What follows belongs to an exercise in optimizing a design on an open flow for small area and a short achievable clock period; a production flow would make more cautious choices.
The RTL was checked by simulation tests, not by an equivalence proof against the original design.

==> flow/design.v <==
module tile_map_scroller (
    input  logic        pixel_clk_in,
    input  logic        rst_in,
    input  logic [10:0] hcount_in,
    input  logic [9:0]  vcount_in,
    input  logic        new_frame_in,
    input  logic        pause_in,
    input  logic [4:0]  speed_in,
    input  logic        map_we_in,
    input  logic [8:0]  map_waddr_in,
    input  logic [5:0]  map_wdata_in,
    output logic [10:0] hcount_out,
    output logic [9:0]  vcount_out,
    output logic [5:0]  unique_image_index,
    output logic        in_sprite,
    output logic [11:0] offset_out,
    output logic        map_ready_out
);
    logic        ready_q;
    logic [8:0]  clr_q;
    logic [9:0]  scroll_q;
    logic [5:0]  map_q [512];
    logic [10:0] hcount_q;
    logic [9:0]  vcount_q;
    logic [5:0]  index_q;
    logic        in_sprite_q;
    always_ff @(posedge pixel_clk_in) begin
        if (rst_in) begin
            ready_q <= 1'b0;
            clr_q   <= '0;
        end else if (!ready_q) begin
            clr_q <= clr_q + 1'b1;
            if (&clr_q) ready_q <= 1'b1;
        end
    end
    logic       sweep;
    logic [7:0] grp_we;
    always_comb begin
        sweep   = !ready_q;
        for (int g = 0; g < 8; g++)
            grp_we[g] = map_we_in && (map_waddr_in[5:3] == 3'(g));
    end
    always_ff @(posedge pixel_clk_in) begin
        if (rst_in) begin
            scroll_q <= '0;
        end else if (ready_q && new_frame_in && !pause_in) begin
            scroll_q <= scroll_q + {{5{speed_in[4]}}, speed_in};
        end
    end
    logic [9:0] world_x;
    logic [7:0] hi_sel;
    logic [5:0] by_grp [8];
    logic [5:0] code;
    logic       br;
    logic       c4;
    always_comb begin
        world_x = hcount_in[9:0] + scroll_q;
        c4      = 5'(hcount_in[3:0]) + 5'(scroll_q[3:0]) > 5'd15;
        br = !rst_in && ready_q && (vcount_in[9:7] == 3'd0) && (hcount_in < 11'd1280);
        for (int i = 0; i < 8; i++) hi_sel[i] = br && (world_x[9:7] == 3'(i));
    end
    for (genvar g = 0; g < 8; g++) begin : g_grp
        logic [383:0] d;
        for (genvar r = 0; r < 8; r++) begin : g_r
            for (genvar l = 0; l < 8; l++) begin : g_l
                assign d[(l*8 + r)*6 +: 6] = map_q[r*64 + g*8 + l];
            end
        end
        logic [63:0] en;
        logic [5:0]  wr_data;
        tms_group u_grp (
            .row   (vcount_in[6:4]),
            .hcol  (hcount_in[6:4]),
            .scol  (scroll_q[6:4]),
            .c4    (c4),
            .d     (d),
            .q     (by_grp[g]),
            .sweep (sweep),
            .we    (grp_we[g]),
            .waddr ({map_waddr_in[8:6], map_waddr_in[2:0]}),
            .wdata (map_wdata_in),
            .en    (en),
            .wr_data (wr_data)
        );
        for (genvar r = 0; r < 8; r++) begin : g_wr
            for (genvar l = 0; l < 8; l++) begin : g_wl
                always_ff @(posedge pixel_clk_in) begin
                    if (en[r*8 + l]) map_q[r*64 + g*8 + l] <= wr_data;
                end
            end
        end
    end
    tms_sel8 u_hi (
        .sel (hi_sel),
        .d   ({by_grp[7], by_grp[6], by_grp[5], by_grp[4],
               by_grp[3], by_grp[2], by_grp[1], by_grp[0]}),
        .q   (code)
    );
    always_ff @(posedge pixel_clk_in) begin
        if (rst_in) begin
            hcount_q <= '0;
            vcount_q <= '0;
        end else begin
            hcount_q <= hcount_in;
            vcount_q <= vcount_in;
        end
    end
    always_ff @(posedge pixel_clk_in) begin
        index_q     <= {code[5] & ~code[4], code[4] & ~code[5], code[3:0]};
        in_sprite_q <= ~(code[5] & code[4]) & br;
    end
    assign hcount_out         = hcount_q;
    assign vcount_out         = vcount_q;
    assign unique_image_index = index_q;
    assign in_sprite          = in_sprite_q;
    assign offset_out         = {2'b00, scroll_q};
    assign map_ready_out      = ready_q;
endmodule
module tms_sel8 (
    input  logic [7:0]  sel,
    input  logic [47:0] d,
    output logic [5:0]  q
);
    always_comb begin
        q = '0;
        for (int i = 0; i < 8; i++) q = q | ({6{sel[i]}} & d[i*6 +: 6]);
    end
endmodule
module tms_group (
    input  logic [2:0]   row,
    input  logic [2:0]   hcol,
    input  logic [2:0]   scol,
    input  logic         c4,
    input  logic [383:0] d,
    output logic [5:0]   q,
    input  logic         sweep,
    input  logic         we,
    input  logic [5:0]   waddr,
    input  logic [5:0]   wdata,
    output logic [63:0]  en,
    output logic [5:0]   wr_data
);
    logic [2:0]  col;
    logic [7:0]  col_dec, col_sel;
    logic [47:0] by_col;
    always_comb begin
        col = hcol + scol;
        for (int i = 0; i < 8; i++) col_dec[i] = (col == 3'(i));
    end
    tms_rot1 u_rot (.s(c4), .a(col_dec), .y(col_sel));
    for (genvar p = 0; p < 4; p++) begin : g_pair
        tms_pair u_pair (.row(row), .row_n(~row), .d(d[p*96 +: 96]),
                         .q(by_col[p*12 +: 12]));
    end
    tms_sel8 u_col (.sel(col_sel), .d(by_col), .q(q));
    logic [7:0] w_row_n, w_col_n;
    always_comb begin
        wr_data = sweep ? 6'd48 : (wdata > 6'd36) ? 6'd48 : wdata;
        for (int i = 0; i < 8; i++) begin
            w_row_n[i] = !(sweep || (waddr[5:3] == 3'(i)));
            w_col_n[i] = !(sweep || (we && (waddr[2:0] == 3'(i))));
        end
    end
    for (genvar r = 0; r < 8; r++) begin : g_wr
        for (genvar l = 0; l < 8; l++) begin : g_wl
            tms_nor2 u_en (.a(w_row_n[r]), .b(w_col_n[l]), .y(en[r*8 + l]));
        end
    end
endmodule
module tms_nor2 (
    input  logic a,
    input  logic b,
    output logic y
);
    assign y = !(a || b);
endmodule
module tms_pair (
    input  logic [2:0]  row,
    input  logic [2:0]  row_n,
    input  logic [95:0] d,
    output logic [11:0] q
);
    logic [7:0] row_sel;
    for (genvar i = 0; i < 8; i++) begin : g_dec
        tms_and3 u_dec (.a(i & 1 ? row[0] : row_n[0]),
                        .b(i & 2 ? row[1] : row_n[1]),
                        .c(i & 4 ? row[2] : row_n[2]),
                        .y(row_sel[i]));
    end
    tms_sel8 u_row0 (.sel(row_sel), .d(d[47:0]),  .q(q[5:0]));
    tms_sel8 u_row1 (.sel(row_sel), .d(d[95:48]), .q(q[11:6]));
endmodule
module tms_and3 (
    input  logic a,
    input  logic b,
    input  logic c,
    output logic y
);
    assign y = a && b && c;
endmodule
module tms_rot1 (
    input  logic       s,
    input  logic [7:0] a,
    output logic [7:0] y
);
    assign y = s ? {a[6:0], a[7]} : a;
endmodule
Settings: LEC_CHECK=0, CAP_MARGIN=20, CORE_MARGIN=2, CORE_UTILIZATION=60, CTS_CLUSTER_DIAMETER=90, CTS_CLUSTER_SIZE=28, SETUP_SLACK_MARGIN=4.5, SLEW_MARGIN=20, SYNTH_HIERARCHICAL=1, TNS_END_PERCENT=5; clock period 8.0 ns.
run.sh (not shown) runs the stock make flow with config.mk's settings and CLKGATE_MAP_FILE= SYNTH_SCRIPT=/design/flow/synth_recipe.tcl, a recipe that flattens the netlist after the stock synthesis.
The baseline completed with no timing, DRC or antenna violations.
Change:
SETUP_SLACK_MARGIN = 5   (was 4.5)
TNS_END_PERCENT = 0   (was 5)
Outcome: Wire length came out higher by 2.3%. Core utilization came out higher by 0.83 points. Register-to-register slack gets worse by 0.07 ns. Synthesized area does not change. Non-clock buffer count came out higher by 47. Maximum frequency came out higher by 3.9%. Die area stays the same. Worst setup slack gets better by 0.15 ns. Via count came out higher by 1.2%.

==> separate check: timing with driven ports <==
The results above use ideal ports. As a check the final layouts listed here were re-extracted and re-timed, cells and wires unchanged.
Step 1: set_driving_cell puts a clkbuf_16 on pixel_clk_in and a buf_2 on each other input, an assumption about the parent block.
Step 2, shift: input delay + t, output delay - t, t = (earliest + latest rising clock arrival at the registers) / 2. This alone moves slack from input paths to output paths.
Three values: no drivers, after step 1, after step 2; two values: the first two.
run | t, ns | setup slack, ns | worst hold slack (ns) | clock arrival spread, ns
the first run | 0.925 | 3.995 / 3.772 / 2.847 | 0.514 / 0.514 / 0.514 | 0.037 / 0.037
the second run | 0.925 | 4.146 / 3.942 / 3.016 | 0.525 / 0.525 / 0.525 | 0.029 / 0.029
After both steps every run listed still meets setup and hold. The setup slack of the first run, which loses most, moves by -0.223 ns with the drivers and by -1.148 ns with both steps.
